Background: an optimization exercise with open tools, aiming at small area. Do not read the settings as production practice.
The RTL was checked by simulation tests, not by an equivalence proof against the original design.
Power is estimated from default activity; no workload was simulated.

==> flow/design.v (excerpt) <==
module decode_top (
    input  logic        clk,
    input  logic        arst_n,
    input  logic        fetch_valid,
    input  logic [31:0] fetch_instr,
    input  logic [31:0] fetch_pc,
    input  logic [31:0] fetch_pc_plus4,
    input  logic [4:0]  wb_rd,
    input  logic [31:0] wb_result,
    input  logic        wb_reg_write,
    output logic        dec_valid,
    output logic        dec_reg_write,
    output logic        dec_mem_write,
    output logic        dec_mem_read,
    output logic        dec_branch,
    output logic        dec_jump,
    output logic        dec_alu_src,
    output logic [3:0]  dec_alu_op,
    output logic [1:0]  dec_result_src,
    output logic        dec_csr_op,
    output logic [31:0] dec_pc,
    output logic [31:0] dec_pc_plus4,
    output logic [4:0]  dec_rs1,
    output logic [4:0]  dec_rs2,
    output logic [4:0]  dec_rd,
    output logic [31:0] dec_rd1,
    output logic [31:0] dec_rd2,
    output logic [31:0] dec_imm_ext,
    output logic [31:0] dec_csr_rdata,
    output logic [31:0] status,
    output logic [31:0] result_bytes
);
    logic [13:0] dec_ctrl;
    instr_decode u_instr_decode (
        .clk            (clk),
  ...
clock: 4.0 ns
lec_check: 0
cap_margin: 20
core_margin: 2
core_utilization: 45
gpl_timing_driven: 0
setup_slack_margin: 0.1
slew_margin: 20
synth_hierarchical: 1
standard.sh (not shown) runs the stock make flow with config.mk's settings and CLKGATE_MAP_FILE= SYNTH_SCRIPT=/design/flow/synth_recipe.tcl, a recipe that flattens the netlist after the stock synthesis.
==> flow/flow/run.sh <==
#!/bin/bash
# The standard layout, with the smallest buffer on the ports, and the buffers
# that synthesis inserted removed at floorplan (placement repairs drive again).
export BUFFER_PORTS_ARGS="-buffer_cell sky130_fd_sc_hd__buf_1"
export REMOVE_ABC_BUFFERS=1
bash standard.sh > standard.log 2>&1
The baseline finished but fails on negative setup slack.
Rerun with:
--- a/flow/design.v
+++ b/flow/design.v
@@ -408,21 +408,22 @@
     output logic y
 );
     assign y = ~((a0 & b0) | (a1 & b1) | (a2 & b2));
 endmodule
 `timescale 1ns/10ps
 module csr_file (
     input  logic        clk,
     input  logic        arst_n,
     input  logic [11:0] raddr,       
     output logic [31:0] rdata,       
-    input  logic [2:0]  pend,        
+    input  logic        pend,        
+    input  logic [11:0] waddr,       
     input  logic [31:0] wdata,       
     output logic [31:0] status,
     output logic [31:0] result_bytes
 );
 localparam int xlen       = 32;
 localparam int reg_addr_w = 5;
 localparam logic [6:0] op_lui    = 7'b0110111;
 localparam logic [6:0] op_auipc  = 7'b0010111;
 localparam logic [6:0] op_jal    = 7'b1101111;
 localparam logic [6:0] op_jalr   = 7'b1100111;
@@ -461,23 +462,23 @@
 localparam logic [1:0] res_pc4 = 2'd2;
 localparam logic [1:0] res_csr = 2'd3;
 localparam int ctrl_w = 14;
     logic [xlen-1:0] mstatus_q;
     logic [xlen-1:0] mscratch_q;
     logic [xlen-1:0] result_bytes_q;
     logic [xlen-1:0] cycle_q;
     logic [xlen-1:0] mstatus_e;
     logic [xlen-1:0] mscratch_e;
     logic [xlen-1:0] result_bytes_e;
-    assign mstatus_e      = pend[0] ? wdata : mstatus_q;
-    assign mscratch_e     = pend[1] ? wdata : mscratch_q;
-    assign result_bytes_e = pend[2] ? wdata : result_bytes_q;
+    assign mstatus_e      = (pend && waddr == csr_mstatus)      ? wdata : mstatus_q;
+    assign mscratch_e     = (pend && waddr == csr_mscratch)     ? wdata : mscratch_q;
+    assign result_bytes_e = (pend && waddr == csr_result_bytes) ? wdata : result_bytes_q;
     always_ff @(posedge clk or negedge arst_n) begin
         if (!arst_n) begin
             mstatus_q      <= '0;
             mscratch_q     <= '0;
             result_bytes_q <= '0;
             cycle_q        <= '0;
         end else begin
             cycle_q        <= cycle_q + 1'b1;
             mstatus_q      <= mstatus_e;
             mscratch_q     <= mscratch_e;
@@ -566,21 +567,20 @@
     logic [2:0]      imm_src;
     logic            csr_write;
     logic            csr_src;
     logic [xlen-1:0] rd1;
     logic [xlen-1:0] rd2;
     logic [xlen-1:0] imm_ext;
     logic [xlen-1:0] csr_wdata;
     logic [xlen-1:0] csr_rdata;
     logic            issue;
     logic            csri_q;
-    logic [2:0]      pend_q;
     control_unit u_control_unit (
         .instr     (fetch_instr),
         .ctrl      (ctrl_d),
         .imm_src   (imm_src),
         .csr_write (csr_write),
         .csr_src   (csr_src)
     );
     regfile u_regfile (
         .clk          (clk),
         .a1           (fetch_instr[19:15]),
@@ -596,41 +596,37 @@
         .imm_src (imm_src),
         .imm_ext (imm_ext)
     );
     assign issue = fetch_valid & ctrl_d[13];
     assign csr_wdata = csri_q ? {{(xlen - reg_addr_w){1'b0}}, dec_rs1} : dec_rd1;
     csr_file u_csr_file (
         .clk          (clk),
         .arst_n       (arst_n),
         .raddr        (imm_ext[11:0]),
         .rdata        (csr_rdata),
-        .pend         (pend_q),
+        .pend         (dec_ctrl[0]),
+        .waddr        (dec_imm_ext[11:0]),
         .wdata        (csr_wdata),
         .status       (status),
         .result_bytes (result_bytes)
     );
     always_comb begin
         ctrl_n = '0;
         if (issue) begin
             ctrl_n = ctrl_d;
         end
     end
     always_ff @(posedge clk or negedge arst_n) begin
         if (!arst_n) begin
             dec_ctrl <= '0;
-            pend_q   <= '0;
         end else begin
             dec_ctrl <= ctrl_n;
-            pend_q   <= {3{issue & csr_write}} &
-                        {fetch_instr[31:20] == csr_result_bytes,
-                         fetch_instr[31:20] == csr_mscratch,
-                         fetch_instr[31:20] == csr_mstatus};
         end
     end
     always_ff @(posedge clk) begin
         dec_pc        <= fetch_pc;
         dec_pc_plus4  <= fetch_pc_plus4;
         dec_rs1       <= fetch_instr[19:15];
         dec_rs2       <= fetch_instr[24:20];
         dec_rd        <= fetch_instr[11:7];
         dec_rd1       <= rd1;
         dec_rd2       <= rd2;
After rerunning: The changed run passed the timing, design-rule and antenna checks. Cell count climbs by 1.1%. Routed wire length drops by 1.7%. Power hardly moves. Clock-buffer cell count drops by 6. Setup slack improves by 0.18 ns. Die area is about the same. Critical path depth drops by 1. Non-clock buffer count climbs by 19. Via count drops by 1.0%.

afterwards: timing with drivers on the ports:
The results above use ideal ports. As a check the final layouts listed here were re-extracted and re-timed, cells and wires unchanged. Step 1, drivers: a clkbuf_16 drives clk and a buf_2 each remaining input, both assumed. Step 2 adds t to the input delays and takes it off the output delays; t is the mean of the earliest and latest rising clock arrival at the registers after step 1. Input paths then give back, and output paths get back, about the clock's delay inside the block. a / b / c = ideal / step 1 / step 2; a / b = the first two.
run	t (ns)	slack for setup (ns)	hold WS [ns]	clock arrival spread, ns	pins driven straight from the clock port
the first run	0.839	-0.046 / -0.008 / -0.847	0.117 / 0.068 / 0.494	0.036 / 0.036	1
the second run	0.838	0.139 / 0.095 / -0.662	0.032 / -0.018 / 0.486	0.040 / 0.040	1
With both steps, setup timing fails in the second run, where it was met with ideal ports.
